Background: an optimization exercise with open tools, aiming at small area, a short achievable clock period and few clock cycles per item. Do not read the settings as production practice. Function was checked by simulation only, so behaviour that the tests miss may differ from the original. Power figures rest on the tool's default switching activity, not on a simulated workload.

==> design/flow/design.v <==
`timescale 1ns/1ps
package cam_cfg_pkg;
  parameter int KEY_WIDTH = 32;
  parameter int KEYS_PER_BEAT = 16;
  parameter int BEAT_WIDTH = KEY_WIDTH * KEYS_PER_BEAT;
  parameter logic [31:0] LOAD_DONE_CODE = 32'd100;
endpackage
`timescale 1ns/1ps
package cam_op_pkg;
  typedef enum logic [2:0] {
    OP_IDLE     = 3'd0,   
    OP_LOAD_ALL = 3'd1,   
    OP_SEARCH   = 3'd2    
  } cam_opcode_e;
endpackage
`timescale 1ns/1ps
import cam_cfg_pkg::*;
import cam_op_pkg::*;
module cam_loader #(
  parameter int CAM_SIZE = 64   
) (
  input  logic                                             aclk,
  input  logic                                             areset,
  input  cam_op_pkg::cam_opcode_e                          opcode,
  input  logic                                             s_tvalid,
  output logic                                             load_fire,
  output logic                                             search_fire,
  output logic                                             load_done,
  output logic [CAM_SIZE/cam_cfg_pkg::KEYS_PER_BEAT-1:0]   block_we,
  output logic [CAM_SIZE/cam_cfg_pkg::KEYS_PER_BEAT-1:0]   block_valid
);
  localparam int NUM_BLOCKS  = CAM_SIZE / KEYS_PER_BEAT;   
  localparam int BLOCK_WIDTH = $clog2(NUM_BLOCKS);
  logic [BLOCK_WIDTH-1:0] write_ptr;     
  logic                   write_last;    
  logic [NUM_BLOCKS-1:0]  write_block;   
  assign load_fire   = s_tvalid && (opcode == OP_LOAD_ALL);
  assign search_fire = s_tvalid && (opcode == OP_SEARCH);
  assign load_done = load_fire && write_last;
  assign block_we  = load_fire ? write_block : '0;
  always_ff @(posedge aclk) begin
    if (areset) begin
      write_ptr   <= '0;
      write_last  <= 1'b0;
      write_block <= NUM_BLOCKS'(1);
    end else if (load_fire) begin
      write_ptr   <= write_ptr + 1'b1;
      write_last  <= (write_ptr == BLOCK_WIDTH'(NUM_BLOCKS - 2));
      write_block <= {write_block[NUM_BLOCKS-2:0], write_block[NUM_BLOCKS-1]};
    end
  end
  always_ff @(posedge aclk) begin
    if (areset) begin
      block_valid <= '0;
    end else begin
      block_valid <= block_valid | block_we;
    end
  end
endmodule
`timescale 1ns/1ps
import cam_cfg_pkg::*;
module cam_cell (
  input  logic                              aclk,
  input  logic                              write_en,
  input  logic [cam_cfg_pkg::KEY_WIDTH-1:0] write_key,
  input  logic [cam_cfg_pkg::KEY_WIDTH-1:0] search_key,
  output logic                              equal
);
  logic [KEY_WIDTH-1:0] entry;   
  always_ff @(posedge aclk) begin
    if (write_en) begin
      entry <= write_key;
    end
  end
  assign equal = (entry == search_key);
endmodule
`timescale 1ns/1ps
import cam_cfg_pkg::*;
module cam_match_encoder #(
  parameter int CAM_SIZE = 64    
) (
  input  logic [CAM_SIZE-1:0]          match,
  output logic [$clog2(CAM_SIZE):0]    result
);
  localparam int W      = $clog2(CAM_SIZE);
  localparam int LEVELS = W / 2;            
  localparam int TOP    = CAM_SIZE >> (2*LEVELS);   
  logic [CAM_SIZE-1:0] any [LEVELS+1];
  logic [W-1:0]        idx [LEVELS+1][CAM_SIZE];
  logic                top_any;
  logic [W-1:0]        top_idx;
  always_comb begin
    for (int l = 0; l <= LEVELS; l++) begin
      for (int n = 0; n < CAM_SIZE; n++) begin
        idx[l][n] = '0;
      end
      any[l] = '0;
    end
    for (int n = 0; n < CAM_SIZE; n++) begin
      any[0][n] = match[n];
    end
    for (int l = 1; l <= LEVELS; l++) begin
      for (int n = 0; n < (CAM_SIZE >> (2*l)); n++) begin
        any[l][n] = |any[l-1][4*n +: 4];
        if (any[l-1][4*n]) begin
          idx[l][n] = idx[l-1][4*n];
          idx[l][n][2*l-1 -: 2] = 2'd0;
        end else if (any[l-1][4*n+1]) begin
          idx[l][n] = idx[l-1][4*n+1];
          idx[l][n][2*l-1 -: 2] = 2'd1;
        end else if (any[l-1][4*n+2]) begin
          idx[l][n] = idx[l-1][4*n+2];
          idx[l][n][2*l-1 -: 2] = 2'd2;
        end else begin
          idx[l][n] = idx[l-1][4*n+3];
          idx[l][n][2*l-1 -: 2] = 2'd3;
        end
      end
    end
    if (TOP == 1) begin
      top_any = any[LEVELS][0];
      top_idx = idx[LEVELS][0];
    end else begin
      top_any = any[LEVELS][0] | any[LEVELS][1];
      if (any[LEVELS][0]) begin
        top_idx = idx[LEVELS][0];
        top_idx[W-1] = 1'b0;
      end else begin
        top_idx = idx[LEVELS][1];
        top_idx[W-1] = 1'b1;
      end
    end
    result = top_any ? {1'b0, top_idx} : '1;
  end
endmodule
`timescale 1ns/1ps
import cam_cfg_pkg::*;
module cam_top #(
  parameter int CAM_SIZE = 64,   
  parameter int GROUPS   = 4     
) (
  input  logic                               aclk,
  input  logic                               areset,
  input  logic [2:0]                         opcode,
  input  logic                               s_tvalid,
  input  logic [cam_cfg_pkg::BEAT_WIDTH-1:0] s_tdata,
  output logic                               update_all_end,
  output logic                               m_tvalid,
  output logic [cam_cfg_pkg::KEY_WIDTH-1:0]  m_tdata
);
  localparam int NUM_BLOCKS   = CAM_SIZE / KEYS_PER_BEAT;
  localparam int RESULT_WIDTH = $clog2(CAM_SIZE) + 1;
  logic                    load_fire;
  logic                    search_fire;
  logic                    load_done;
  logic [NUM_BLOCKS-1:0]   block_we;
  logic [NUM_BLOCKS-1:0]   block_valid;
  logic [CAM_SIZE-1:0]     equal;
  logic [CAM_SIZE-1:0]     match;
  logic [RESULT_WIDTH-1:0] result;         
  logic                    result_valid;
  cam_loader #(
    .CAM_SIZE    (CAM_SIZE)
  ) u_loader (
    .aclk        (aclk),
    .areset      (areset),
    .opcode      (cam_op_pkg::cam_opcode_e'(opcode)),
    .s_tvalid    (s_tvalid),
    .load_fire   (load_fire),
    .search_fire (search_fire),
    .load_done   (load_done),
    .block_we    (block_we),
    .block_valid (block_valid)
  );
  for (genvar i = 0; i < CAM_SIZE; i++) begin : gen_cell
    cam_cell u_cell (
      .aclk       (aclk),
      .write_en   (block_we[i / KEYS_PER_BEAT]),
      .write_key  (s_tdata[(i % KEYS_PER_BEAT)*KEY_WIDTH +: KEY_WIDTH]),
      .search_key (s_tdata[KEY_WIDTH-1:0]),
      .equal      (equal[i])
    );
    assign match[i] = equal[i] && block_valid[i / KEYS_PER_BEAT];
  end
  localparam int GSIZE  = CAM_SIZE / GROUPS;
  localparam int GWIDTH = $clog2(GSIZE);
  localparam int SWIDTH = (GROUPS > 1) ? $clog2(GROUPS) : 1;
  logic [GWIDTH:0]       grp_enc [GROUPS];
  logic [GROUPS-1:0]     grp_any;
  logic [GROUPS-1:0]     grp_first;               
  logic                  any_hit;
  logic [SWIDTH-1:0]     sel_next;
  logic [GWIDTH-1:0]     part [GROUPS];           
  logic [SWIDTH-1:0]     sel;                     
  logic                  no_hit;                  
  logic [GWIDTH-1:0]     low_idx;
  for (genvar g = 0; g < GROUPS; g++) begin : gen_grp
    cam_match_encoder #(
      .CAM_SIZE (GSIZE)
    ) u_encoder (
      .match    (match[g*GSIZE +: GSIZE]),
      .result   (grp_enc[g])
    );
    assign grp_any[g] = ~grp_enc[g][GWIDTH];
  end
  always_comb begin
    sel_next = '0;
    for (int g = 0; g < GROUPS; g++) begin
      grp_first[g] = grp_any[g];
      for (int h = 0; h < g; h++) begin
        grp_first[g] = grp_first[g] & ~grp_any[h];
      end
      if (grp_first[g]) begin
        sel_next = sel_next | SWIDTH'(g);
      end
    end
    any_hit = |grp_any;
  end
  always_ff @(posedge aclk) begin
    if (areset) begin
      result_valid <= 1'b0;
      sel          <= '0;
      no_hit       <= 1'b0;
      for (int g = 0; g < GROUPS; g++) begin
        part[g] <= '0;
      end
    end else begin
      result_valid <= search_fire;
      sel          <= !search_fire ? '0 : (any_hit ? sel_next : '1);
      no_hit       <= search_fire && !any_hit;
      for (int g = 0; g < GROUPS; g++) begin
        if (search_fire && grp_first[g]) begin
          part[g] <= grp_enc[g][GWIDTH-1:0];
        end else if (search_fire && !any_hit && g == 0) begin
          part[g] <= '1;
        end else begin
          part[g] <= '0;
        end
      end
    end
  end
  always_comb begin
    low_idx = '0;
    for (int g = 0; g < GROUPS; g++) begin
      low_idx = low_idx | part[g];
    end
  end
  if (GROUPS > 1) begin : gen_result
    assign result = {no_hit, sel, low_idx};
  end else begin : gen_result_one
    assign result = {no_hit, low_idx};
  end
  assign update_all_end = load_done;
  assign m_tvalid       = load_done | result_valid;
  assign m_tdata        = (load_done ? KEY_WIDTH'(LOAD_DONE_CODE) : '0) | KEY_WIDTH'(result);
endmodule
==> design/flow/flow/run.sh <==
#!/bin/bash
# Layout flow: the standard ORFS flow (standard.sh), with these changes:
#  - slow 3/4-input OR and 4-input NOR cells are not used (synthesis maps the
#    encoder and compare trees to faster NAND/NOR/AOI forms instead);
#  - ports are buffered with buf_1 instead of the delay buffer buffer_ports picks;
#  - clock tree sinks are clustered 25 to a leaf buffer within 100 um, with no
#    dummy loads (a smaller, shallower tree).
# Registers, the power grid, tap cells, SDC and clock period are the standard ones.
set -uo pipefail
DU="sky130_fd_sc_hd__probe_p_8 sky130_fd_sc_hd__probec_p_8 sky130_fd_sc_hd__lpflow_bleeder_1 sky130_fd_sc_hd__lpflow_clkbufkapwr_1 sky130_fd_sc_hd__lpflow_clkbufkapwr_16 sky130_fd_sc_hd__lpflow_clkbufkapwr_2 sky130_fd_sc_hd__lpflow_clkbufkapwr_4 sky130_fd_sc_hd__lpflow_clkbufkapwr_8 sky130_fd_sc_hd__lpflow_clkinvkapwr_1 sky130_fd_sc_hd__lpflow_clkinvkapwr_16 sky130_fd_sc_hd__lpflow_clkinvkapwr_2 sky130_fd_sc_hd__lpflow_clkinvkapwr_4 sky130_fd_sc_hd__lpflow_clkinvkapwr_8 sky130_fd_sc_hd__lpflow_decapkapwr_12 sky130_fd_sc_hd__lpflow_decapkapwr_3 sky130_fd_sc_hd__lpflow_decapkapwr_4 sky130_fd_sc_hd__lpflow_decapkapwr_6 sky130_fd_sc_hd__lpflow_decapkapwr_8 sky130_fd_sc_hd__lpflow_inputiso0n_1 sky130_fd_sc_hd__lpflow_inputiso0p_1 sky130_fd_sc_hd__lpflow_inputiso1n_1 sky130_fd_sc_hd__lpflow_inputiso1p_1 sky130_fd_sc_hd__lpflow_inputisolatch_1 sky130_fd_sc_hd__lpflow_isobufsrc_1 sky130_fd_sc_hd__lpflow_isobufsrc_16 sky130_fd_sc_hd__lpflow_isobufsrc_2 sky130_fd_sc_hd__lpflow_isobufsrc_4 sky130_fd_sc_hd__lpflow_isobufsrc_8 sky130_fd_sc_hd__lpflow_isobufsrckapwr_16 sky130_fd_sc_hd__lpflow_lsbuf_lh_hl_isowell_tap_1 sky130_fd_sc_hd__lpflow_lsbuf_lh_hl_isowell_tap_2 sky130_fd_sc_hd__lpflow_lsbuf_lh_hl_isowell_tap_4 sky130_fd_sc_hd__lpflow_lsbuf_lh_isowell_4 sky130_fd_sc_hd__lpflow_lsbuf_lh_isowell_tap_1 sky130_fd_sc_hd__lpflow_lsbuf_lh_isowell_tap_2 sky130_fd_sc_hd__lpflow_lsbuf_lh_isowell_tap_4  sky130_fd_sc_hd__or4_1 sky130_fd_sc_hd__or4_2 sky130_fd_sc_hd__or4_4 sky130_fd_sc_hd__or4b_1 sky130_fd_sc_hd__or4b_2 sky130_fd_sc_hd__or4b_4 sky130_fd_sc_hd__or4bb_1 sky130_fd_sc_hd__or4bb_2 sky130_fd_sc_hd__or4bb_4 sky130_fd_sc_hd__or3_1 sky130_fd_sc_hd__or3_2 sky130_fd_sc_hd__or3_4 sky130_fd_sc_hd__or3b_1 sky130_fd_sc_hd__or3b_2 sky130_fd_sc_hd__or3b_4 sky130_fd_sc_hd__nor4_1 sky130_fd_sc_hd__nor4_2 sky130_fd_sc_hd__nor4_4 sky130_fd_sc_hd__nor4b_1 sky130_fd_sc_hd__nor4b_2 sky130_fd_sc_hd__nor4b_4 sky130_fd_sc_hd__nor4bb_1 sky130_fd_sc_hd__nor4bb_2 sky130_fd_sc_hd__nor4bb_4"
bash standard.sh \
  "DONT_USE_CELLS=$DU" \
  "BUFFER_PORTS_ARGS=-buffer_cell sky130_fd_sc_hd__buf_1" \
  "CTS_ARGS=-sink_clustering_enable -sink_clustering_size 25 -sink_clustering_max_diameter 100 -repair_clock_nets -dont_use_dummy_load" \
  finish > standard.log 2>&1
==> design/flow/standard.sh <==
#!/bin/bash
# synth_recipe.tcl (not shown) runs the flow's synth.tcl, then flattens the netlist and writes it again
# the make line also repeats each setting of config.mk as NAME=value (left out here)
make -C /OpenROAD-flow-scripts/flow DESIGN_CONFIG=/design/flow/config.mk WORK_HOME=/design/flow/orfs CLKGATE_MAP_FILE= SYNTH_SCRIPT=/design/flow/synth_recipe.tcl "${@:-finish}"
==> design/flow/config.mk <==
export PLATFORM = sky130hd
export DESIGN_NAME = cam_top
export DESIGN_NICKNAME = cam_top
export VERILOG_FILES = /design/flow/design.v
export SDC_FILE = /design/flow/constraint.sdc
export NUM_CORES = 4
export LEC_CHECK = 0
export CAP_MARGIN = 20
export CORE_MARGIN = 2
export CORE_UTILIZATION = 62
export PLACE_DENSITY = 0.68
export SETUP_SLACK_MARGIN = 1.5
export SLEW_MARGIN = 20
export TNS_END_PERCENT = 100
==> design/flow/constraint.sdc <==
create_clock -name core_clock -period 4.0 [get_ports {aclk}]
set_input_delay 0.8000 -clock core_clock [delete_from_list [all_inputs] [get_ports {aclk}]]
set_output_delay 0.8000 -clock core_clock [all_outputs]
set_load 0.01 [all_outputs]
==> impl_table.tex, run 1 <==
\begin{tabular}{lr}
\hline
Metric & Value \\
\hline
\multicolumn{2}{l}{\textbf{Status}} \\
Run status & finished clean \\
\multicolumn{2}{l}{\textbf{Drt}} \\
Detailed-router iteration count before antenna repair & 5 \\
Routed len/inst & 34.0 um \\
Final antenna-violating net count & 0 \\
Detailed-route DRC error count & 0 \\
Total routed wirelength & about 280000 um \\
1st-iter DRT viols & around 7.5k \\
Vias & 51.9k \\
Number of vias per cell after detailed routing & approximately 6.3 \\
\multicolumn{2}{l}{\textbf{Yosys}} \\
Top cell type by total area after synthesis & edfxtp\_1 \\
Most instantiated flip-flop cell in the synthesis netlist & edfxtp\_1 \\
Ranking of synthesized cells by area & edfxtp\_1 (70\%), xnor2\_1 (20\%), nand4\_1 (3.6\%) \\
Count of mapped cells out of synthesis & roughly 5.5k \\
Area of the mapped netlist & between 0.08 and 0.09 mm\^{}2 \\
Area fraction of the dominant cell type after synthesis & between 60\% and 70\% \\
Proportion of synthesized flip-flops having asynchronous set or reset & 0\% \\
Mean instance size in the synthesized netlist & 16.2 um\^{}2 \\
Synth Register Bits & 2079 \\
Post-synth EDFFs & a little over 2k \\
Sequential-to-total area share from yosys stat & between 70 and 80\% \\
Synthesis warning total & 9 \\
Number of unique standard cell types used by synthesis & between 50 and 60 \\
\multicolumn{2}{l}{\textbf{Die}} \\
Full die area & 0.146 mm\^{}2 \\
Floorplan row count & about 140 \\
Ports & between 500 and 600 \\
Starting utilization of the core area & 62.5\% \\
DIE WIDTH & about 380 um \\
Total core area & roughly 0.14 mm\^{}2 \\
Die boundary height & 382 um \\
\multicolumn{2}{l}{\textbf{Pwr}} \\
Net switching fraction of the power & between 20 and 25\% \\
Internal power & between 0.02 and 0.03 W \\
Pwr Total & 0.0384 W \\
Leak pwr & just over 30 nW \\
Sequential share of power & a little over three fifths \\
Power Dens Cells & $\sim$380 mW/mm\^{}2 \\
Power spent charging and discharging nets & 0.00873 W \\
Worst vdd ir & 378 uV \\
Combinational power share & 9.6\% \\
Clock power share & between 20 and 30\% \\
\multicolumn{2}{l}{\textbf{Setup path}} \\
Worst EP required & around 4.6 ns \\
Crit path cell chain & buf\_6, nand2\_1, nor2\_1, nand4\_1, buf\_4, buf\_4, a31oi\_1, o211ai\_1, a31oi\_1, nor2\_1 \\
Crit-path max FO & 10 \\
Worst path arrival time & between 3 and 4 ns \\
Path type of the worst setup path & flop to flop \\
Crit path largest cell delay & roughly 0.66 ns \\
Kind of end point of the critical path & flop \\
Kind of start point of the critical path & flop \\
Cell at the slowest stage of the critical path & dfxtp\_4 \\
\multicolumn{2}{l}{\textbf{CTS}} \\
Maximum count of clock buffers along a single path & 3 \\
Cell chosen for the clock root & clkbuf\_16 \\
Number of sinks driven by the clock tree & approximately 2.1k \\
Clock input transition at the sequential cells of the worst setup and hold paths & about 0.10 ns \\
Hold bufs inserted after CTS & 0 \\
CTS H-tree depth & 3 \\
Inserted Clock Buffers & a little over 90 \\
CTS tree & built \\
Latest clock arrival within the worst-skew pair & approximately 0.75 ns \\
\multicolumn{2}{l}{\textbf{Place}} \\
Routability-driven placement congestion ratio & between 0.9 and 1 \\
Number of placed instances, taps included & roughly 7.9k \\
Number of buffers added on ports & around 530 \\
Post-detailed-placement half-perimeter wirelength & approximately 180000 um \\
\multicolumn{2}{l}{\textbf{STA}} \\
Final critical-path share of the clock period & between 60\% and 70\% \\
Fmax & 388 MHz \\
Pins Over Slew Limit & 0 \\
Unrepaired setup endpoints after global routing & true \\
Max-slew headroom at the worst pin & roughly half \\
Worst Hold Margin & between 0.3 and 0.4 ns \\
Slew @ Worst Pin & approximately 0.73 ns \\
Setup Viol. Count Final & 0 \\
Final worst clock skew & approximately 0.056 ns \\
Final Hold Viols & 0 \\
Time the final worst path needs with I/O delays and setup & 2.58 ns \\
\multicolumn{2}{l}{\textbf{Finish}} \\
Final Non-Filler Cells & between 8k and 9k \\
Nets@finish & 6907 \\
Layout cells sized above 1 & between 10\% and 20\% \\
P\&R area growth vs syn & 14.2\% \\
Layout Utilization & a little under three quarters \\
Fill cells & about 9.4k \\
\multicolumn{2}{l}{\textbf{GRT}} \\
Initial antenna violation count & a little under 60 \\
Vias in the first global route & roughly 48k \\
First-pass GRT wire length & about 370000 um \\
Total congestion overflow after global routing & 0 \\
Maximum number of pins on one net before global-route repair & 83 \\
Total global-route track usage & between 30\% and 40\% \\
\multicolumn{2}{l}{\textbf{Min path}} \\
Worst hold-check path type & primary input to flop \\
\multicolumn{2}{l}{\textbf{Job}} \\
Maxcap violations & 0 \\
\hline
\end{tabular}
-- sequential cells by signal, indices dropped and copies added, names as in the netlist --
| signal | cells |
|---|---|
| gen_cell.u_cell.entry | 2048 |
| part | 16 |
| u_loader.block_valid | 4 |
| u_loader.write_block | 4 |
| sel | 2 |
| u_loader.write_ptr | 2 |
| no_hit | 1 |
| result_valid | 1 |
| u_loader.write_last | 1 |
-- cells in the final DEF, fill, tap and decap left out, types with 33 or more instances in the layout --
cell / synthesis / final
buf_16: 0 / 61
nor3_1: 65 / 33
buf_1: 1 / 490
buf_6: 132 / 43
nand4_1: 505 / 505
nand2_1: 86 / 82
nand3_1: 75 / 70
nor2_1: 219 / 210
edfxtp_1: 2048 / 2048
buf_4: 116 / 317
buf_12: 0 / 101
clkbuf_16: 0 / 120
xnor2_1: 2034 / 2009
-- logic make-up (layout without fill, tap and decap cells) --
family                     Yosys count  count (layout)  synth area share (%)
and+or+nand+nor                    996             996                  6.14
xor gates and xnor gates          2041            2041                  20.2
buffers and inverters              281            1177                  2.84
DFF                               2079            2079                  70.2
AOI/OAI and AO/OA                   63              63                 0.509
other                                1              48               0.00424
muxes                                4               4                0.0453
adders and majority gates            1               1                0.0141
-- worst paths after layout --
| path | end | cells past startpoint | slack, ns | start |
|---|---|---|---|---|
| min reg2reg | u_loader.write_ptr[1] | 2 | 0.51 | u_loader.write_ptr[1] |
| max reg2reg | part[1][1] | 10 | 1.42 | u_loader.block_valid[1] |
| max | part[1][1] | 10 | 1.42 | u_loader.block_valid[1] |
| min | gen_cell[24].u_cell.entry[8] | 1 | 0.31 | s_tdata[264] |
-- cells in the mapped netlist (all sizes together) (2+ instances only) --
library cell,count
xnor2,2034
xor2,7
edfxtp,2048
nand2,86
a211oi,3
nor3,67
a31oi,4
o41ai,2
o21ai,17
inv,18
a21oi,11
nor2,220
and2,7
a2111oi,2
nor2b,5
o211ai,5
nand2b,9
nand4,507
mux2i,4
a21boi,3
dfxtp,31
o31ai,2
and4,13
buf,254
nand3,75
a21bo,6
clkbuf,9
-- what timing repair did --
action | CTS | global route
resized for setup | 129 | 200
cloned | 18 | 22
pin swaps | 47 | 58
buffers inserted | 93 | 122
endpoints found under the setup margin | 24 | 23
-- layout make-up --
type / count / area (um^2) / area share, %
Sequential cell: 2079 / 62100 / 61.5
Multi-Input combinational cell: 3130 / 24500 / 24.2
Timing Repair Buffer: 1066 / 9570 / 9.47
Tap cell: 1890 / 2360 / 2.34
Clock buffer: 93 / 2330 / 2.30
Inverter: 18 / 67.6 / 0.0669
Antenna cell: 23 / 57.6 / 0.0570
-- routing by layer --
layer  GRT usage, %  vias up  share of wire, %
met1           52.7    26544                38
li1               -    21436                 -
met4           11.8       36               3.8
met2           58.2     3423                46
met3           7.79      507                12
met5              0        -             0.088
-- stage by stage --
step	setup slack, ns	instance area (um^2)	TNS (ns)
3_5_place_dp	0.201	94100	0
2_1_floorplan	-1.30	88600	-2536.56
4_1_cts	1.50	98600	0
6_report	1.42	101000	0
5_1_grt	1.45	101000	0
3_3_place_gp	0.255	94100	0
-- power groups by stage --
stage               Clock (W)  Combinational, W  Sequential [W]
global route           0.0113           0.00377          0.0241
floorplan                   0           0.00171          0.0246
global placement            0           0.00301          0.0246
detailed placement          0           0.00303          0.0246
CTS                    0.0107           0.00331          0.0241
finish                 0.0106           0.00367          0.0241
-- worst max-delay path, delay by kind of cell, from the launching register on --
family	cells	cell delay (ns)
buffers and inverters	3	0.69
DFF	1	0.66
AOI/OAI and AO/OA	3	0.67
and+or+nand+nor	4	0.44
Testbench counts, summed over its fixed seeds: cycles 2,880, searches 2,048.
==> run 2, diff against run 1 <==
--- a/design/flow/config.mk
+++ b/design/flow/config.mk
@@ -9,6 +9,6 @@
 export CORE_MARGIN = 2
 export CORE_UTILIZATION = 62
 export PLACE_DENSITY = 0.68
-export SETUP_SLACK_MARGIN = 1.5
+export SETUP_SLACK_MARGIN = 1.6
 export SLEW_MARGIN = 20
 export TNS_END_PERCENT = 100
==> run 2 against run 1 <==
Compared with the run above:
- core utilization grew 0.20 points
- clock skew shrank 0.0050 ns
- power is essentially flat
- die area is the same
- final cell count shrank 0.14%
- global-route usage grew 1.3 points
- largest power group unchanged
- highest routed layer unchanged
==> impl_table.tex, run 2 <==
\begin{tabular}{lr}
\hline
Metric & Value \\
\hline
\multicolumn{2}{l}{\textbf{STA}} \\
Final Hold Viols & 0 (unchanged) \\
Fmax & 394 MHz (+1.6\%) \\
Final critical-path share of the clock period & 63.5\% (-1.0 points) \\
Final worst clock skew & 0.0507 ns (-0.00496 ns) \\
Time the final worst path needs with I/O delays and setup & 2.54 ns (-0.0399 ns) \\
Slew @ Worst Pin & 0.780 ns (+0.0448 ns) \\
Unrepaired setup endpoints after global routing & true \\
Setup Viol. Count Final & 0 (unchanged) \\
Pins Over Slew Limit & 0 (unchanged) \\
Max-slew headroom at the worst pin & 48.0\% (-3.0 points) \\
Total Negative Setup Slacks & 0 ns (unchanged) \\
\multicolumn{2}{l}{\textbf{CTS}} \\
Inserted Clock Buffers & 93 (unchanged) \\
Cell chosen for the clock root & clkbuf\_16 \\
Hold bufs inserted after CTS & 0 (unchanged) \\
Maximum count of clock buffers along a single path & 3 (unchanged) \\
Number of sinks driven by the clock tree & 2079 (unchanged) \\
CTS H-tree depth & 3 (unchanged) \\
CTS tree & built \\
Latest clock arrival within the worst-skew pair & 0.74 ns (about the same) \\
Clock input transition at the sequential cells of the worst setup and hold paths & 0.10 ns (about the same) \\
\multicolumn{2}{l}{\textbf{Die}} \\
Total core area & 0.142 mm\^{}2 (unchanged) \\
Die boundary height & 382 um (unchanged) \\
Starting utilization of the core area & 62.5\% (unchanged) \\
Ports & 552 (unchanged) \\
DIE WIDTH & 382 um (unchanged) \\
Floorplan row count & 138 (unchanged) \\
Full die area & 0.146 mm\^{}2 (unchanged) \\
\multicolumn{2}{l}{\textbf{Yosys}} \\
Sequential-to-total area share from yosys stat & 70.2\% (unchanged) \\
Number of unique standard cell types used by synthesis & 54 (unchanged) \\
Proportion of synthesized flip-flops having asynchronous set or reset & 0\% (unchanged) \\
Mean instance size in the synthesized netlist & 16.2 um\^{}2 (unchanged) \\
Top cell type by total area after synthesis & edfxtp\_1 \\
Synthesis warning total & 9 (unchanged) \\
Post-synth EDFFs & 2048 (unchanged) \\
Area of the mapped netlist & 0.0884 mm\^{}2 (unchanged) \\
Count of mapped cells out of synthesis & 5466 (unchanged) \\
Synth Register Bits & 2079 (unchanged) \\
Area fraction of the dominant cell type after synthesis & 69.5\% (unchanged) \\
Cell with the most instances after synthesis & edfxtp\_1 \\
Most instantiated flip-flop cell in the synthesis netlist & edfxtp\_1 \\
Top post-synthesis cells by count & edfxtp\_1 (2048), xnor2\_1 (2034), nand4\_1 (505) \\
Ranking of synthesized cells by area & edfxtp\_1 (70\%), xnor2\_1 (20\%), nand4\_1 (3.6\%) \\
\multicolumn{2}{l}{\textbf{Pwr}} \\
Leak pwr & 30.5 nW (+0.52\%) \\
Worst vdd ir & 380 uV (+0.50\%) \\
Internal power & 0.0296 W (about the same) \\
Power spent charging and discharging nets & 0.00872 W (-0.14\%) \\
Combinational power share & 9.6\% (about the same) \\
Net switching fraction of the power & 22.7\% (-0.039 points) \\
Sequential share of power & 62.7\% (about the same) \\
Power Dens Cells & 379 mW/mm\^{}2 (-0.25\%) \\
Clock power share & 27.7\% (about the same) \\
\multicolumn{2}{l}{\textbf{GRT}} \\
First-pass GRT wire length & 385000 um (+3.0\%) \\
Maximum number of pins on one net before global-route repair & 83 (unchanged) \\
Vias in the first global route & 49.3k (+1.9\%) \\
Total global-route track usage & 38.5\% (+1.3 points) \\
Initial antenna violation count & 49 (-16\%) \\
Total congestion overflow after global routing & 0 (unchanged) \\
\multicolumn{2}{l}{\textbf{Drt}} \\
Total routed wirelength & 283000 um (about the same) \\
Detailed-route DRC error count & 0 (unchanged) \\
1st-iter DRT viols & 7495 (+0.47\%) \\
Number of vias per cell after detailed routing & 6.27 (+0.14\%) \\
Detailed-router iteration count before antenna repair & 5 (unchanged) \\
Routed len/inst & 34.1 um (+0.23\%) \\
Vias & 51.9k (-0.0077\%) \\
Final antenna-violating net count & 0 (unchanged) \\
\multicolumn{2}{l}{\textbf{Setup path}} \\
Worst path arrival time & 3.19 ns (about the same) \\
Kind of end point of the critical path & flop \\
Crit path cell chain & clkbuf\_16, buf\_16, buf\_16, buf\_16, xnor2\_2, nand4\_1, nor2\_4, nand4\_1, nand4\_4, nand4bb\_4, nor3b\_4, buf\_12, nand4b\_4, o21ai\_1 \\
Path type of the worst setup path & primary input to flop \\
Cell at the slowest stage of the critical path & nor3b\_4 \\
Buffers plus inverters on the worst setup path & 5 (+2) \\
Cell repeated most along the worst path & buf\_16 \\
Dominant delay contributor by cell family on the critical path & simple AND/OR/NAND/NOR gates \\
Worst EP required & 4.65 ns (+0.03 ns) \\
Crit path largest cell delay & 0.35 ns (-0.31 ns) \\
Kind of start point of the critical path & primary input \\
Crit-path max FO & 5 (-5) \\
\multicolumn{2}{l}{\textbf{Finish}} \\
Largest register FFs & 2048 (unchanged) \\
Nets@finish & 6897 (-0.14\%) \\
Highest-count cells in the layout ignoring fill and taps & edfxtp\_1 (2048), xnor2\_1 (1997), nand4\_1 (505) \\
Layout Utilization & 71.5\% (+0.20 points) \\
Layout cells sized above 1 & 12.8\% (+0.38 points) \\
P\&R area growth vs syn & 14.5\% \\
Top flop regs & gen\_cell.u\_cell.entry: 2048 flops, part: 16 flops \\
Largest register by flop count & gen\_cell.u\_cell.entry \\
Leading cell type in the layout, fill and taps excluded & edfxtp\_1 \\
\multicolumn{2}{l}{\textbf{Place}} \\
Post-detailed-placement half-perimeter wirelength & 180000 um (unchanged) \\
Number of buffers added on ports & 526 (unchanged) \\
Routability-driven placement congestion ratio & 0.910 (unchanged) \\
\multicolumn{2}{l}{\textbf{Job}} \\
Maxcap violations & 0 (unchanged) \\
\multicolumn{2}{l}{\textbf{Min path}} \\
Worst hold-check path type & primary input to flop \\
\multicolumn{2}{l}{\textbf{Status}} \\
Run status & finished clean \\
\hline
\end{tabular}
## run 2: cell type report
class,instances,area [um^2]
sequential,2079,62100
multi-input combinational,3130,24600
inverter,18,67.6
clock buffer,93,2330
antenna,21,52.6
timing repair buffer,1056,9700
tap,1890,2360
fill,9322,40300
## run 2: logic make-up (layout without fill, tap and decap cells)
logic type	count (synthesis)	after routing	share of synthesized area, %
and+or+nand+nor	996	996	6.14
buffers and inverters	281	1167	2.84
muxes	4	4	0.0453
AOI/OAI and AO/OA	63	63	0.509
xor gates and xnor gates	2041	2041	20.2
adders and majority gates	1	1	0.0141
other	1	46	0.00424
DFF	2079	2079	70.2
## run 2: timing repair
action | CTS | global route
buffers inserted | 158 | 50
pin swaps | 73 | 67
gates resized for setup | 242 | 105
cloned | 33 | 4
setup endpoints to repair | 24 | 30
## run 2: worst paths after layout
check | startpoint | endpoint | slack (ns) | depth (start not counted)
max | s_tdata[19] | part[0][3] | 1.46 | 14
min | s_tdata[264] | gen_cell[24].u_cell.entry[8] | 0.32 | 1
max reg2reg | u_loader.block_valid[3] | part[0][3] | 1.56 | 10
min reg2reg | u_loader.write_ptr[1] | u_loader.write_ptr[1] | 0.51 | 2
## run 2: layer usage
| layer | vias up | share of wire [%] | GRT usage (%) |
|---|---|---|---|
| li1 | 21419 | - | - |
| met2 | 3279 | 46 | 60.1 |
| met4 | 28 | 3.9 | 13.0 |
| met1 | 26728 | 38 | 54.2 |
| met5 | - | 0.066 | 0 |
| met3 | 488 | 12 | 8.30 |
## run 2: metrics by stage
step	total power, W	std cells	hold slack [ns]	worst slack [ns]	area [um^2]
3_3_place_gp	0.0276	7928	0.472	0.255	94100
5_1_grt	0.0392	8278	0.313	1.44	101000
4_1_cts	0.0382	8212	0.277	1.55	100000
6_report	0.0384	8287	0.316	1.46	101000
2_1_floorplan	0.0263	5490	0.458	-1.30	88600
3_5_place_dp	0.0276	7928	0.491	0.201	94100
## run 2: power groups by stage
stage / logic (W) / clock network [W] / registers, W
2_1_floorplan: 0.00171 / 0 / 0.0246
3_3_place_gp: 0.00301 / 0 / 0.0246
3_5_place_dp: 0.00303 / 0 / 0.0246
4_1_cts: 0.00353 / 0.0107 / 0.0241
5_1_grt: 0.00379 / 0.0113 / 0.0241
6_report: 0.00369 / 0.0106 / 0.0241
==> run 3, diff against run 2 <==
--- a/design/flow/config.mk
+++ b/design/flow/config.mk
@@ -9,6 +9,6 @@
 export CORE_MARGIN = 2
 export CORE_UTILIZATION = 62
 export PLACE_DENSITY = 0.68
-export SETUP_SLACK_MARGIN = 1.6
+export SETUP_SLACK_MARGIN = 1.7
 export SLEW_MARGIN = 20
 export TNS_END_PERCENT = 100
==> run 3 against run 2 <==
Compared with the run above:
- still clean on timing, DRC and antenna
- non-clock buffer count grew 57
- critical path depth grew 2
- worst hold slack lost 0.0092 ns
- register-to-register slack gained 0.05 ns
- combinational power grew 4%
- final cell count grew 0.75%
- first-iteration DRC count shrank 1.6%
- critical path type unchanged
==> impl_table.tex, run 3 <==
\begin{tabular}{lr}
\hline
Metric & Value \\
\hline
\multicolumn{2}{l}{\textbf{GRT}} \\
First-pass GRT wire length & 392000 um (+1.8\%) \\
Total congestion overflow after global routing & 0 (unchanged) \\
Total global-route track usage & 39.2\% (+0.79 points) \\
Initial antenna violation count & 50 (+2.0\%) \\
Vias in the first global route & 49.7k (+0.90\%) \\
Maximum number of pins on one net before global-route repair & 83 (unchanged) \\
\multicolumn{2}{l}{\textbf{Finish}} \\
Layout Cell Area excl Fill & 0.103 mm\^{}2 (+1.3\%) \\
Fill cells & 9149 (-1.9\%) \\
Final Non-Filler Cells & 8349 (+0.75\%) \\
Layout cells sized above 1 & 14.3\% (+1.6 points) \\
Top flop regs & gen\_cell.u\_cell.entry: 2048 flops, part: 16 flops \\
P\&R area growth vs syn & 16.0\% \\
Largest register FFs & 2048 (unchanged) \\
Highest-count cells in the layout ignoring fill and taps & edfxtp\_1 (2048), xnor2\_1 (1975), nand4\_1 (505) \\
Leading cell type in the layout, fill and taps excluded & edfxtp\_1 \\
Largest register by flop count & gen\_cell.u\_cell.entry \\
Nets@finish & 6954 (+0.83\%) \\
\multicolumn{2}{l}{\textbf{Die}} \\
Total core area & 0.142 mm\^{}2 (unchanged) \\
Ports & 552 (unchanged) \\
Starting utilization of the core area & 62.5\% (unchanged) \\
Floorplan row count & 138 (unchanged) \\
DIE WIDTH & 382 um (unchanged) \\
Full die area & 0.146 mm\^{}2 (unchanged) \\
Die boundary height & 382 um (unchanged) \\
\multicolumn{2}{l}{\textbf{Drt}} \\
Detailed-route DRC error count & 0 (unchanged) \\
Final antenna-violating net count & 0 (unchanged) \\
Detailed-router iteration count before antenna repair & 5 (unchanged) \\
Routed len/inst & 34.4 um (+0.91\%) \\
Vias & 52.2k (+0.57\%) \\
Total routed wirelength & 287000 um (+1.7\%) \\
1st-iter DRT viols & 7377 (-1.6\%) \\
Number of vias per cell after detailed routing & 6.26 (-0.17\%) \\
\multicolumn{2}{l}{\textbf{Yosys}} \\
Area of the mapped netlist & 0.0884 mm\^{}2 (unchanged) \\
Count of mapped cells out of synthesis & 5466 (unchanged) \\
Number of unique standard cell types used by synthesis & 54 (unchanged) \\
Ranking of synthesized cells by area & edfxtp\_1 (70\%), xnor2\_1 (20\%), nand4\_1 (3.6\%) \\
Proportion of synthesized flip-flops having asynchronous set or reset & 0\% (unchanged) \\
Most instantiated flip-flop cell in the synthesis netlist & edfxtp\_1 \\
Synthesis warning total & 9 (unchanged) \\
Post-synth EDFFs & 2048 (unchanged) \\
Top post-synthesis cells by count & edfxtp\_1 (2048), xnor2\_1 (2034), nand4\_1 (505) \\
Area fraction of the dominant cell type after synthesis & 69.5\% (unchanged) \\
Cell with the most instances after synthesis & edfxtp\_1 \\
Top cell type by total area after synthesis & edfxtp\_1 \\
Synth Register Bits & 2079 (unchanged) \\
Sequential-to-total area share from yosys stat & 70.2\% (unchanged) \\
Mean instance size in the synthesized netlist & 16.2 um\^{}2 (unchanged) \\
\multicolumn{2}{l}{\textbf{Place}} \\
Post-detailed-placement half-perimeter wirelength & 180000 um (unchanged) \\
Instance area after placement & 0.0941 mm\^{}2 (unchanged) \\
Number of placed instances, taps included & 7928 (unchanged) \\
Number of buffers added on ports & 526 (unchanged) \\
Routability-driven placement congestion ratio & 0.910 (unchanged) \\
\multicolumn{2}{l}{\textbf{CTS}} \\
CTS H-tree depth & 3 (unchanged) \\
CTS tree & built \\
Number of sinks driven by the clock tree & 2079 (unchanged) \\
Clock input transition at the sequential cells of the worst setup and hold paths & 0.10 ns (about the same) \\
Hold bufs inserted after CTS & 0 (unchanged) \\
Latest clock arrival within the worst-skew pair & 0.75 ns (about the same) \\
Cell chosen for the clock root & clkbuf\_16 \\
Maximum count of clock buffers along a single path & 3 (unchanged) \\
Inserted Clock Buffers & 93 (unchanged) \\
\multicolumn{2}{l}{\textbf{STA}} \\
Final Hold Viols & 0 (unchanged) \\
Fmax & 395 MHz (+0.34\%) \\
Pins Over Slew Limit & 0 (unchanged) \\
Final critical-path share of the clock period & 63.3\% (-0.21 points) \\
Setup Viol. Count Final & 0 (unchanged) \\
Worst Hold Margin & 0.307 ns (-0.00918 ns) \\
Max-slew headroom at the worst pin & 45.5\% (-2.5 points) \\
Time the final worst path needs with I/O delays and setup & 2.53 ns (-0.00848 ns) \\
Final worst clock skew & 0.0552 ns (+0.00449 ns) \\
Slew @ Worst Pin & 0.817 ns (+0.0371 ns) \\
Unrepaired setup endpoints after global routing & true \\
\multicolumn{2}{l}{\textbf{Setup path}} \\
Worst path arrival time & 3.19 ns (about the same) \\
Path type of the worst setup path & primary input to flop \\
Crit-path max FO & 6 (+1) \\
Crit path largest cell delay & 0.23 ns (-0.12 ns) \\
Cell repeated most along the worst path & a21bo\_2 \\
Worst EP required & 4.66 ns (about the same) \\
Kind of start point of the critical path & primary input \\
Dominant delay contributor by cell family on the critical path & buffers and inverters \\
R2R Path Start & gen\_cell[6].u\_cell.entry[7] \\
Kind of end point of the critical path & flop \\
Buffers plus inverters on the worst setup path & 7 (+2) \\
Crit path cell chain & clkbuf\_16, buf\_16, buf\_8, buf\_8, buf\_12, xnor2\_4, nand4\_1, nor3\_2, nand4\_1, buf\_6, buf\_6, nand2b\_1, a21bo\_2, a21bo\_2, a21bo\_2, a21oi\_2 \\
Launching instance or port of the critical path & s\_tdata[11] \\
Cell at the slowest stage of the critical path & a21bo\_2 \\
\multicolumn{2}{l}{\textbf{Pwr}} \\
Pwr Total & 0.0385 W (+0.36\%) \\
Net switching fraction of the power & 22.8\% (+0.081 points) \\
Power spent charging and discharging nets & 0.00878 W (+0.72\%) \\
Leak pwr & 31.1 nW (+2.1\%) \\
Sequential share of power & 62.5\% (-0.2 points) \\
Clock power share & 27.6\% (about the same) \\
Worst vdd ir & 379 uV (-0.20\%) \\
Combinational power share & 9.9\% (+0.3 points) \\
Internal power & 0.0297 W (+0.25\%) \\
Power Dens Cells & 375 mW/mm\^{}2 (-0.93\%) \\
\multicolumn{2}{l}{\textbf{Min path}} \\
Worst Hold Launch & s\_tdata[264] \\
Worst hold-check path type & primary input to flop \\
\multicolumn{2}{l}{\textbf{Job}} \\
Maxcap violations & 0 (unchanged) \\
\multicolumn{2}{l}{\textbf{Status}} \\
Run status & finished clean \\
\hline
\end{tabular}
==> run 3: cell counts after synthesis <==
No cell type changed its count.
==> run 3: path summary, 6_finish.rpt <==
kind / to / slack (ns) / depth (start not counted)
max: part[1][0] / 1.47 / 16
max reg2reg: part[0][1] / 1.61 / 10
min: gen_cell[24].u_cell.entry[8] / 0.31 / 1
min reg2reg: u_loader.write_ptr[1] / 0.53 / 2
==> run 3: logic make-up (layout without fill, tap and decap cells) <==
group / after synthesis / in the layout / synth area share (%)
simple gates: 996 / 996 / 6.14
flops: 2079 / 2079 / 70.2
other cells: 1 / 51 / 0.00424
xor+xnor: 2041 / 2041 / 20.2
compound gates: 63 / 63 / 0.509
mux: 4 / 4 / 0.0453
buf+inv: 281 / 1224 / 2.84
fa+ha+maj: 1 / 1 / 0.0141
==> run 3: repair_timing <==
item | CTS | global route
buffers inserted | 229 | 34
endpoints found under the setup margin | 27 | 181
pin swaps | 152 | 52
cloned | 38 | 1
resized for setup | 409 | 57
==> run 3: power by group through the flow <==
| stage | Clock [W] | Combinational [W] | Sequential (W) |
|---|---|---|---|
| after floorplan | 0 | 0.00171 | 0.0246 |
| after global placement | 0 | 0.00301 | 0.0246 |
| after detailed placement | 0 | 0.00303 | 0.0246 |
| after CTS | 0.0107 | 0.00371 | 0.0241 |
| after global routing | 0.0113 | 0.00392 | 0.0241 |
| final | 0.0106 | 0.00382 | 0.0241 |
==> run 3: cell type report <==
type / instances / area (um^2) / area share, %
diodes: 26 / 65.1 / 0.0634
well taps: 1890 / 2360 / 2.30
multi-input cells: 3130 / 25000 / 24.4
repair buffers: 1113 / 10700 / 10.4
flip-flops and latches: 2079 / 62100 / 60.6
clock buffers: 93 / 2330 / 2.27
inverters: 18 / 67.6 / 0.0658
==> run 3: through the flow <==
stage,utilization (%),TNS [ns],setup slack [ns]
after detailed placement,66.5,0,0.201
final,72.5,0,1.47
after global routing,72.5,0,1.45
after global placement,66.5,0,0.255
after CTS,72.0,0,1.55
after floorplan,-,-2536.56,-1.30
==> run 3: routing by layer <==
metal | vias up | global-route usage, % | wire, um
met5 | - | 0 | 197
met4 | 30 | 14.6 | 12700
met3 | 520 | 8.49 | 35700
met2 | 3425 | 60.7 | 133000
met1 | 26725 | 55.3 | 106000
li1 | 21540 | - | -
==> run 4, diff against run 3 <==
--- a/design/flow/design.v
+++ b/design/flow/design.v
@@ -25,18 +25,16 @@
   input  logic                                             s_tvalid,
   output logic                                             load_fire,
   output logic                                             search_fire,
-  output logic                                             load_done,
+  output logic                                             write_last,
   output logic [CAM_SIZE/cam_cfg_pkg::KEYS_PER_BEAT-1:0]   block_we,
   output logic [CAM_SIZE/cam_cfg_pkg::KEYS_PER_BEAT-1:0]   block_valid
 );
   localparam int NUM_BLOCKS  = CAM_SIZE / KEYS_PER_BEAT;   
   localparam int BLOCK_WIDTH = $clog2(NUM_BLOCKS);
   logic [BLOCK_WIDTH-1:0] write_ptr;     
-  logic                   write_last;    
   logic [NUM_BLOCKS-1:0]  write_block;   
   assign load_fire   = s_tvalid && (opcode == OP_LOAD_ALL);
   assign search_fire = s_tvalid && (opcode == OP_SEARCH);
-  assign load_done = load_fire && write_last;
   assign block_we  = load_fire ? write_block : '0;
   always_ff @(posedge aclk) begin
     if (areset) begin
@@ -135,6 +133,25 @@
 endmodule
 `timescale 1ns/1ps
 import cam_cfg_pkg::*;
+import cam_op_pkg::*;
+module cam_out #(
+  parameter int RESULT_WIDTH = 7
+) (
+  input  logic                               s_tvalid,
+  input  logic [2:0]                         opcode,
+  input  logic                               write_last,
+  input  logic                               result_valid,
+  input  logic [RESULT_WIDTH-1:0]            result,
+  output logic                               update_all_end,
+  output logic                               m_tvalid,
+  output logic [cam_cfg_pkg::KEY_WIDTH-1:0]  m_tdata
+);
+  logic load_done;
+  assign load_done      = s_tvalid && (opcode == 3'(OP_LOAD_ALL)) && write_last;
+  assign update_all_end = load_done;
+  assign m_tvalid       = load_done | result_valid;
+  assign m_tdata        = (load_done ? KEY_WIDTH'(LOAD_DONE_CODE) : '0) | KEY_WIDTH'(result);
+endmodule
 module cam_top #(
   parameter int CAM_SIZE = 64,   
   parameter int GROUPS   = 4     
@@ -152,7 +169,7 @@
   localparam int RESULT_WIDTH = $clog2(CAM_SIZE) + 1;
   logic                    load_fire;
   logic                    search_fire;
-  logic                    load_done;
+  logic                    write_last;
   logic [NUM_BLOCKS-1:0]   block_we;
   logic [NUM_BLOCKS-1:0]   block_valid;
   logic [CAM_SIZE-1:0]     equal;
@@ -168,7 +185,7 @@
     .s_tvalid    (s_tvalid),
     .load_fire   (load_fire),
     .search_fire (search_fire),
-    .load_done   (load_done),
+    .write_last  (write_last),
     .block_we    (block_we),
     .block_valid (block_valid)
   );
@@ -250,7 +267,16 @@
   end else begin : gen_result_one
     assign result = {no_hit, low_idx};
   end
-  assign update_all_end = load_done;
-  assign m_tvalid       = load_done | result_valid;
-  assign m_tdata        = (load_done ? KEY_WIDTH'(LOAD_DONE_CODE) : '0) | KEY_WIDTH'(result);
-endmodule
+  cam_out #(
+    .RESULT_WIDTH   (RESULT_WIDTH)
+  ) u_out (
+    .s_tvalid       (s_tvalid),
+    .opcode         (opcode),
+    .write_last     (write_last),
+    .result_valid   (result_valid),
+    .result         (result),
+    .update_all_end (update_all_end),
+    .m_tvalid       (m_tvalid),
+    .m_tdata        (m_tdata)
+  );
+endmodule
--- a/design/flow/config.mk
+++ b/design/flow/config.mk
@@ -9,6 +9,7 @@
 export CORE_MARGIN = 2
 export CORE_UTILIZATION = 62
 export PLACE_DENSITY = 0.68
-export SETUP_SLACK_MARGIN = 1.7
+export SETUP_SLACK_MARGIN = 1.6
 export SLEW_MARGIN = 20
+export SYNTH_HIERARCHICAL = 1
 export TNS_END_PERCENT = 100
==> run 4 against run 3 <==
Compared with the run above:
- clock skew is 0.014 ns lower
- fmax is 0.83% higher
- wire length shrank 13%
- largest cell class unchanged
- die area fell by 1.8%
- worst setup slack improved by 0.021 ns
- register-to-register slack got worse by 0.05 ns
==> impl_table.tex, run 4 <==
\begin{tabular}{lr}
\hline
Metric & Value \\
\hline
\multicolumn{2}{l}{\textbf{Status}} \\
Run status & finished clean \\
\multicolumn{2}{l}{\textbf{Yosys}} \\
Synthesis warning total & 15 (+6) \\
Sequential-to-total area share from yosys stat & 71.5\% (+1.3 points) \\
XOR/XNOR share of the synthesized area & 20.7\% (+0.44 points) \\
Most instantiated flip-flop cell in the synthesis netlist & edfxtp\_1 \\
Number of unique standard cell types used by synthesis & 39 (-28\%) \\
Fraction of the mapped netlist area in simple logic gates & 6.82\% (+0.68 points) \\
Post-synth EDFFs & 2048 (unchanged) \\
Share of the synthesized area in compound gates (AO/OA/AOI/OAI) & 0.473\% (-0.037 points) \\
Ranking of synthesized cells by area & edfxtp\_1 (71\%), xnor2\_1 (21\%), nand4\_1 (3.7\%) \\
Top cell type by total area after synthesis & edfxtp\_1 \\
Area fraction of the dominant cell type after synthesis & 70.8\% (+1.3 points) \\
Top post-synthesis cells by count & edfxtp\_1 (2048), xnor2\_1 (2048), nand4\_1 (512) \\
Largest family of logic cells by synthesized area & XOR/XNOR gates \\
Area of the mapped netlist & 0.0868 mm\^{}2 (-1.8\%) \\
Synth Area in Adders & 0.0144\% (+0.00026 points) \\
Synth Register Bits & 2079 (unchanged) \\
Count of mapped cells out of synthesis & 5255 (-3.9\%) \\
Proportion of synthesized flip-flops having asynchronous set or reset & 0\% (unchanged) \\
Portion of netlist area occupied by mux cells & 0.0836\% (+0.038 points) \\
Mean instance size in the synthesized netlist & 16.5 um\^{}2 (+2.1\%) \\
\multicolumn{2}{l}{\textbf{Setup path}} \\
Worst EP required & 4.66 ns (about the same) \\
Kind of start point of the critical path & primary input \\
Path type of the worst setup path & primary input to flop \\
Crit-path max FO & 22 (+16) \\
Kind of end point of the critical path & flop \\
Worst path arrival time & 3.18 ns (about the same) \\
\multicolumn{2}{l}{\textbf{GRT}} \\
Total congestion overflow after global routing & 0 (unchanged) \\
Maximum number of pins on one net before global-route repair & 109 (+31\%) \\
Vias in the first global route & 47.7k (-3.9\%) \\
First-pass GRT wire length & 346000 um (-12\%) \\
Total global-route track usage & 34.7\% (-4.5 points) \\
Initial antenna violation count & 85 (+70\%) \\
\multicolumn{2}{l}{\textbf{STA}} \\
Fmax & 398 MHz (+0.83\%) \\
Slew @ Worst Pin & 0.943 ns (+0.126 ns) \\
Max-slew headroom at the worst pin & 37.2\% (-8.4 points) \\
Time the final worst path needs with I/O delays and setup & 2.51 ns (-0.0209 ns) \\
Unrepaired setup endpoints after global routing & true \\
Final critical-path share of the clock period & 62.8\% (-0.52 points) \\
Worst Hold Margin & 0.322 ns (+0.0155 ns) \\
Final Hold Viols & 0 (unchanged) \\
Pins Over Slew Limit & 0 (unchanged) \\
Final worst clock skew & 0.0416 ns (-0.0136 ns) \\
Setup Viol. Count Final & 0 (unchanged) \\
Total Negative Setup Slacks & 0 ns (unchanged) \\
\multicolumn{2}{l}{\textbf{Finish}} \\
Largest register FFs & 2048 (unchanged) \\
P\&R area growth vs syn & 16.7\% \\
Nets@finish & 6890 (-0.92\%) \\
Final Non-Filler Cells & 8280 (-0.83\%) \\
Register area & 0.0621 mm\^{}2 (about the same) \\
Top flop regs & gen\_cell.u\_cell.entry: 2048 flops, part: 16 flops \\
Footprint of the multi-input gates & 0.0253 mm\^{}2 (+1.2\%) \\
Layout cells sized above 1 & 14.2\% (-0.11 points) \\
Leading cell type in the layout, fill and taps excluded & edfxtp\_1 \\
Largest register by flop count & gen\_cell.u\_cell.entry \\
Fill cells & 9090 (-0.64\%) \\
Layout Utilization & 72.8\% (+0.31 points) \\
Highest-count cells in the layout ignoring fill and taps & edfxtp\_1 (2048), xnor2\_1 (2035), nand4\_1 (512) \\
\multicolumn{2}{l}{\textbf{Drt}} \\
Detailed-route DRC error count & 0 (unchanged) \\
Detailed-router iteration count before antenna repair & 5 (unchanged) \\
Number of vias per cell after detailed routing & 5.96 (-4.7\%) \\
Total routed wirelength & 250000 um (-13\%) \\
1st-iter DRT viols & 5680 (-23\%) \\
Vias & 49.4k (-5.5\%) \\
Final antenna-violating net count & 0 (unchanged) \\
Routed len/inst & 30.1 um (-12\%) \\
\multicolumn{2}{l}{\textbf{Die}} \\
Full die area & 0.143 mm\^{}2 (-1.8\%) \\
DIE WIDTH & 378 um (-0.90\%) \\
Total core area & 0.139 mm\^{}2 (-1.7\%) \\
Die boundary height & 378 um (-0.90\%) \\
Starting utilization of the core area & 62.4\% (-0.069 points) \\
Ports & 552 (unchanged) \\
Floorplan row count & 137 (-0.72\%) \\
\multicolumn{2}{l}{\textbf{Place}} \\
Routability-driven placement congestion ratio & 0.897 (-1.5\%) \\
Post-detailed-placement half-perimeter wirelength & 167000 um (-6.8\%) \\
Number of buffers added on ports & 526 (unchanged) \\
Number of placed instances, taps included & 7970 (+0.53\%) \\
\multicolumn{2}{l}{\textbf{CTS}} \\
Clock input transition at the sequential cells of the worst setup and hold paths & 0.10 ns (about the same) \\
Inserted Clock Buffers & 93 (unchanged) \\
Cell chosen for the clock root & clkbuf\_16 \\
Maximum count of clock buffers along a single path & 3 (unchanged) \\
Number of sinks driven by the clock tree & 2079 (unchanged) \\
CTS H-tree depth & 3 (unchanged) \\
CTS tree & built \\
Latest clock arrival within the worst-skew pair & 0.73 ns (-0.02 ns) \\
\multicolumn{2}{l}{\textbf{Pwr}} \\
Combinational power share & 8.8\% (-1.1 points) \\
Worst vdd ir & 395 uV (+4.1\%) \\
Power Dens Cells & 374 mW/mm\^{}2 (-0.28\%) \\
Net switching fraction of the power & 21.8\% (-1.0 points) \\
Pwr Total & 0.0379 W (-1.5\%) \\
Sequential share of power & 63.5\% (+1.0 points) \\
Leak pwr & 30.2 nW (-2.9\%) \\
Clock power share & 27.7\% (about the same) \\
Internal power & 0.0297 W (-0.23\%) \\
Power spent charging and discharging nets & 0.00826 W (-6.0\%) \\
\multicolumn{2}{l}{\textbf{Job}} \\
Maxcap violations & 0 (unchanged) \\
\multicolumn{2}{l}{\textbf{Min path}} \\
Worst hold-check path type & primary input to flop \\
\hline
\end{tabular}
==> run 4: changes by cell type after synthesis, sizes merged, moves of 7 or more <==
| cell | change |
|---|---|
| buf | -221 |
| nor2 | +85 |
| nand3 | -75 |
| nand2 | -66 |
| and2 | +65 |
| nor3 | -59 |
| and4 | +51 |
| o21ai | -17 |
| xnor2 | +14 |
| nand4 | +9 |
| xor2 | -7 |
==> run 4: timing repair <==
action / in CTS / in global routing
endpoints found under the setup margin: 26 / 129
endpoints found under the hold margin: 0 / 0
resized for setup: 337 / 95
buffers inserted: 112 / 35
cloned: 33 / 2
pin swaps: 77 / 55
hold buffers: 0 / 0
==> run 4: cells by family (layout without fill, tap and decap cells) <==
group	after synthesis	after routing
flip-flops	2079	2079
XOR/XNOR	2048	2048
AND/OR/NAND/NOR	1011	1013
buffers and inverters	60	1148
AO/OA/AOI/OAI	48	48
multiplexers	7	7
adder cells (fa/ha/maj)	1	1
other	1	60
==> run 4: per-module statistics from Yosys (local to each module, per instance), excerpt <==
| module | copies in the design | flip-flops and latches |
|---|---|---|
| cam_top | 1 | 20 |
| cam_cell | 64 | 32 |
==> run 4: final timing paths <==
path                            depth (start not counted)  slack (ns)                            end                         start
worst max-delay path                                   14        1.49                     part[2][0]                   s_tdata[12]
worst min-delay path                                    1        0.32  gen_cell[33].u_cell.entry[27]                   s_tdata[59]
worst max register to register                         10        1.56                     part[0][0]  gen_cell[6].u_cell.entry[24]
worst min register to register                          2        0.54        u_loader.write_block[0]       u_loader.write_block[0]
==> run 4: area by class of cell <==
cell class	instances	share of cell area, %
Antenna cell	35	0.0865
Clock buffer	93	2.30
Inverter	23	0.0902
Multi-Input combinational cell	3142	25.0
Sequential cell	2079	61.3
Tap cell	1876	2.32
Timing Repair Buffer	1032	8.91
==> run 4: through the flow <==
step	setup WS, ns	instance area [um^2]
3_5_place_dp	0.0827	95000
6_report	1.49	101000
4_1_cts	1.55	101000
5_1_grt	1.44	101000
2_1_floorplan	-1.27	86900
3_3_place_gp	0.0914	95000
==> run 4: power by group through the flow <==
| stage | Clock (W) | Combinational (W) | Sequential (W) |
|---|---|---|---|
| 2_1_floorplan | 0 | 0.00114 | 0.0246 |
| 3_3_place_gp | 0 | 0.00280 | 0.0246 |
| 3_5_place_dp | 0 | 0.00284 | 0.0246 |
| 4_1_cts | 0.0106 | 0.00328 | 0.0241 |
| 5_1_grt | 0.0112 | 0.00351 | 0.0241 |
| 6_report | 0.0105 | 0.00334 | 0.0241 |
==> run 4: worst max-delay path: stages <==
cell and delay (ns):
clkbuf_16 0.16, buf_16 0.18, buf_4 0.21, xnor2_1 0.12, nand4_1 0.13, nor2_4 0.08, and4_4 0.21, and2_1 0.17
nor2_1 0.14, nand2_2 0.10, nor3_4 0.27, nand4b_4 0.16, buf_8 0.18, nor3b_2 0.17
==> run 4: metal layers <==
metal	GRT usage (%)	share of wire (%)	wire, um
met4	11.4	3.5	8800
met2	55.7	48	119000
met3	6.87	9.3	23100
met5	0	0.14	360
met1	48.3	39	98000
Testbench counts of run 4, summed over its fixed seeds: cycles 2,880, searches 2,048.
==> run 5, diff against run 4 <==
--- a/design/flow/design.v
+++ b/design/flow/design.v
@@ -60,9 +60,10 @@
 module cam_cell (
   input  logic                              aclk,
   input  logic                              write_en,
+  input  logic                              valid,
   input  logic [cam_cfg_pkg::KEY_WIDTH-1:0] write_key,
   input  logic [cam_cfg_pkg::KEY_WIDTH-1:0] search_key,
-  output logic                              equal
+  output logic                              match
 );
   logic [KEY_WIDTH-1:0] entry;   
   always_ff @(posedge aclk) begin
@@ -70,7 +71,7 @@
       entry <= write_key;
     end
   end
-  assign equal = (entry == search_key);
+  assign match = valid && (entry == search_key);
 endmodule
 `timescale 1ns/1ps
 import cam_cfg_pkg::*;
@@ -172,7 +173,6 @@
   logic                    write_last;
   logic [NUM_BLOCKS-1:0]   block_we;
   logic [NUM_BLOCKS-1:0]   block_valid;
-  logic [CAM_SIZE-1:0]     equal;
   logic [CAM_SIZE-1:0]     match;
   logic [RESULT_WIDTH-1:0] result;         
   logic                    result_valid;
@@ -193,11 +193,11 @@
     cam_cell u_cell (
       .aclk       (aclk),
       .write_en   (block_we[i / KEYS_PER_BEAT]),
+      .valid      (block_valid[i / KEYS_PER_BEAT]),
       .write_key  (s_tdata[(i % KEYS_PER_BEAT)*KEY_WIDTH +: KEY_WIDTH]),
       .search_key (s_tdata[KEY_WIDTH-1:0]),
-      .equal      (equal[i])
+      .match      (match[i])
     );
-    assign match[i] = equal[i] && block_valid[i / KEYS_PER_BEAT];
   end
   localparam int GSIZE  = CAM_SIZE / GROUPS;
   localparam int GWIDTH = $clog2(GSIZE);
==> run 5 against run 4 <==
Compared with the run above:
- die area shrank 0.21%
- worst setup slack lost 0.075 ns
- fmax shrank 2.9%
- critical path depth shrank 2
- sequential share of layout area grew 1.4 points
- design area shrank 2.3%
- clock power is essentially flat
- wire length shrank 8.8%
- synthesized area shrank 0.21%
- critical path type unchanged
- critical endpoint is now part[0][1]
==> impl_table.tex, run 5 <==
\begin{tabular}{lr}
\hline
Metric & Value \\
\hline
\multicolumn{2}{l}{\textbf{Job}} \\
Maxcap violations & 0 (unchanged) \\
\multicolumn{2}{l}{\textbf{Yosys}} \\
Synthesis warning total & 15 (unchanged) \\
Top post-synthesis cells by count & edfxtp\_1 (2048), xnor2\_1 (2048), nand4\_1 (448) \\
Number of unique standard cell types used by synthesis & 41 (+5.1\%) \\
Post-synth EDFFs & 2048 (unchanged) \\
Synth Register Bits & 2079 (unchanged) \\
Area fraction of the dominant cell type after synthesis & 71.0\% (+0.15 points) \\
Ranking of synthesized cells by area & edfxtp\_1 (71\%), xnor2\_1 (21\%), nand4\_1 (3.2\%) \\
Proportion of synthesized flip-flops having asynchronous set or reset & 0\% (unchanged) \\
Sequential-to-total area share from yosys stat & 71.7\% (+0.15 points) \\
Mean instance size in the synthesized netlist & 16.5 um\^{}2 (-0.15\%) \\
Most instantiated flip-flop cell in the synthesis netlist & edfxtp\_1 \\
Area of the mapped netlist & 0.0867 mm\^{}2 (-0.21\%) \\
Top cell type by total area after synthesis & edfxtp\_1 \\
Count of mapped cells out of synthesis & 5252 (-0.057\%) \\
\multicolumn{2}{l}{\textbf{Finish}} \\
P\&R area growth vs syn & 14.2\% \\
Largest register by flop count & gen\_cell.u\_cell.entry \\
Layout cells sized above 1 & 11.2\% (-3.1 points) \\
Highest-count cells in the layout ignoring fill and taps & edfxtp\_1 (2048), xnor2\_1 (2036), buf\_1 (489) \\
Final Non-Filler Cells & 8128 (-1.8\%) \\
Layout Cell Area excl Fill & 0.0990 mm\^{}2 (-2.3\%) \\
Top flop regs & gen\_cell.u\_cell.entry: 2048 flops, part: 16 flops \\
Nets@finish & 6736 (-2.2\%) \\
Largest register FFs & 2048 (unchanged) \\
Leading cell type in the layout, fill and taps excluded & edfxtp\_1 \\
\multicolumn{2}{l}{\textbf{Place}} \\
Number of buffers added on ports & 526 (unchanged) \\
Number of placed instances, taps included & 7951 (-0.24\%) \\
Routability-driven placement congestion ratio & 0.873 (-2.7\%) \\
Instance area after placement & 0.0946 mm\^{}2 (-0.46\%) \\
Setup WS pre-CTS & -0.217 ns (-0.300 ns) \\
Post-detailed-placement half-perimeter wirelength & 160000 um (-4.3\%) \\
\multicolumn{2}{l}{\textbf{Pwr}} \\
Net switching fraction of the power & 21.3\% (-0.46 points) \\
Power spent charging and discharging nets & 0.00797 W (-3.5\%) \\
Leak pwr & 29.1 nW (-3.8\%) \\
Combinational power share & 7.7\% (-1.1 points) \\
Clock power share & 27.9\% (+0.2 points) \\
Worst vdd ir & 452 uV (+15\%) \\
Power Dens Cells & 378 mW/mm\^{}2 (+0.94\%) \\
Internal power & 0.0294 W (-0.79\%) \\
Sequential share of power & 64.3\% (+0.8 points) \\
\multicolumn{2}{l}{\textbf{Status}} \\
Run status & finished clean \\
\multicolumn{2}{l}{\textbf{CTS}} \\
CTS tree & built \\
Inserted Clock Buffers & 93 (unchanged) \\
Number of sinks driven by the clock tree & 2079 (unchanged) \\
Clock input transition at the sequential cells of the worst setup and hold paths & 0.10 ns (about the same) \\
CTS H-tree depth & 3 (unchanged) \\
Cell chosen for the clock root & clkbuf\_16 \\
Latest clock arrival within the worst-skew pair & 0.73 ns (about the same) \\
Hold bufs inserted after CTS & 0 (unchanged) \\
Maximum count of clock buffers along a single path & 3 (unchanged) \\
\multicolumn{2}{l}{\textbf{STA}} \\
Final critical-path share of the clock period & 64.7\% (+1.9 points) \\
Max-slew headroom at the worst pin & 45.0\% (+7.8 points) \\
Final worst clock skew & 0.0464 ns (+0.00472 ns) \\
Min setup slack post-route & 1.41 ns (-0.0755 ns) \\
Final Hold Viols & 0 (unchanged) \\
Unrepaired setup endpoints after global routing & true \\
Fmax & 387 MHz (-2.9\%) \\
Total Negative Setup Slacks & 0 ns (unchanged) \\
Slew @ Worst Pin & 0.825 ns (-0.118 ns) \\
Pins Over Slew Limit & 0 (unchanged) \\
Time the final worst path needs with I/O delays and setup & 2.59 ns (+0.0755 ns) \\
Setup Viol. Count Final & 0 (unchanged) \\
\multicolumn{2}{l}{\textbf{GRT}} \\
Total congestion overflow after global routing & 0 (unchanged) \\
First-pass GRT wire length & 322000 um (-7.1\%) \\
Maximum number of pins on one net before global-route repair & 92 (-16\%) \\
Vias in the first global route & 46.1k (-3.5\%) \\
Total global-route track usage & 31.8\% (-2.9 points) \\
Initial antenna violation count & 89 (+4.7\%) \\
\multicolumn{2}{l}{\textbf{Drt}} \\
Detailed-route DRC error count & 0 (unchanged) \\
Total routed wirelength & 228000 um (-8.8\%) \\
Detailed-router iteration count before antenna repair & 6 (+1) \\
1st-iter DRT viols & 4824 (-15\%) \\
Number of vias per cell after detailed routing & 5.83 (-2.2\%) \\
Vias & 47.4k (-4.0\%) \\
Routed len/inst & 28.0 um (-7.1\%) \\
Final antenna-violating net count & 0 (unchanged) \\
\multicolumn{2}{l}{\textbf{Setup path}} \\
Worst path arrival time & 3.21 ns (+0.03 ns) \\
Crit path cell chain & clkbuf\_8, buf\_12, xnor2\_1, nand3\_1, nor3\_4, and4\_4, nor2\_2, nand2\_2, nor3\_4, nand4b\_4, clkinv\_2, a32o\_1 \\
Kind of start point of the critical path & primary input \\
Cell at the slowest stage of the critical path & nor3\_4 \\
Crit path largest cell delay & 0.48 ns (+0.21 ns) \\
Crit-path max FO & 18 (-18\%) \\
Path type of the worst setup path & primary input to flop \\
Worst EP required & 4.63 ns (-0.03 ns) \\
Cell repeated most along the worst path & nor3\_4 \\
Kind of end point of the critical path & flop \\
\multicolumn{2}{l}{\textbf{Die}} \\
Die boundary height & 378 um (-0.10\%) \\
Floorplan row count & 137 (unchanged) \\
DIE WIDTH & 378 um (-0.10\%) \\
Full die area & 0.143 mm\^{}2 (-0.21\%) \\
Ports & 552 (unchanged) \\
Starting utilization of the core area & 62.3\% (-0.13 points) \\
Total core area & 0.139 mm\^{}2 (unchanged) \\
\multicolumn{2}{l}{\textbf{Min path}} \\
Worst hold-check path type & primary input to flop \\
\hline
\end{tabular}
-- run 5: cell types whose count changed after synthesis, moves of 64 or more --
cell	delta
nand2_1	+64
nand3_1	+64
nor2_1	-64
nor3_1	+64
nand4_1	-64
and2_1	-64
-- run 5: layer usage --
layer	vias to the layer above	part of all wire, %	track usage, %
li1	21114	-	-
met1	24001	40	44.7
met4	64	2.4	7.34
met5	-	0.17	0
met2	1871	49	51.7
met3	328	8.6	6.45
-- run 5: per-module statistics from Yosys (local to each module, per instance), a selection --
module | flip-flops and latches | cells | times used
cam_top | 20 | 63 | 1
cam_cell | 32 | 78 | 64
-- run 5: metrics by stage --
step | util, % | hold WS [ns] | total power [W]
floorplan | - | 0.483 | 0.0257
global placement | 67.9 | 0.504 | 0.0272
detailed placement | 67.9 | 0.518 | 0.0273
CTS | 70.9 | 0.264 | 0.0375
global route | 71.1 | 0.296 | 0.0384
finish | 71.1 | 0.316 | 0.0374
-- run 5: cell type report --
cell class | count | area [um^2]
sequential | 2079 | 62100
timing repair buffer | 878 | 6860
antenna | 37 | 92.6
fill | 9335 | 40200
tap | 1876 | 2350
inverter | 24 | 97.6
clock buffer | 93 | 2330
multi-input combinational | 3140 | 25100
timing repair inverter | 1 | 5.00
-- run 5: power by group through the flow --
stage | logic (W) | clock network [W] | registers [W]
after global placement | 0.00266 | 0 | 0.0246
after CTS | 0.00289 | 0.0106 | 0.0241
after global routing | 0.00309 | 0.0112 | 0.0241
after floorplan | 0.00114 | 0 | 0.0246
after detailed placement | 0.00270 | 0 | 0.0246
final | 0.00289 | 0.0104 | 0.0241
-- run 5: critical path: cells and delay by family --
kind            cells  cell delay [ns]
compound gates      1             0.29
simple gates        7             1.43
xor+xnor            1             0.14
buf+inv             3             0.51
-- run 5: final timing paths --
check	from	end	slack, ns	cells after the start
worst min register to register	u_loader.write_block[0]	u_loader.block_valid[0]	0.52	2
worst min-delay path	s_tdata[448]	gen_cell[62].u_cell.entry[0]	0.32	1
worst max-delay path	s_tdata[28]	part[0][1]	1.41	12
worst max register to register	gen_cell[53].u_cell.entry[20]	part[3][0]	1.49	9
-- run 5: cells by family (layout without fill, tap and decap cells) --
group	count (synthesis)	count (layout)	synth area share (%)
flops	2079	2079	71.7
xor+xnor	2048	2048	20.7
simple gates	1010	1010	6.64
buf+inv	57	996	0.403
compound gates	49	49	0.474
mux	7	7	0.0837
fa+ha+maj	1	1	0.0144
other cells	1	62	0.00433
-- run 5: what timing repair did --
item,4_1_cts,5_1_grt
resized for setup,266,55
pin swaps,36,17
setup buffers,29,2
endpoints found under the setup margin,27,25
cloned,12,4
Testbench counts of run 5, summed over its fixed seeds: cycles 2,880, searches 2,048.

Setup slack of run 5, layout unchanged: 1.413 ns with ideal ports, 1.449 ns with driving cells assumed (clock clkbuf_16, inputs buf_2), 0.651 ns with port delays also shifted by the 0.797 ns mid clock arrival.
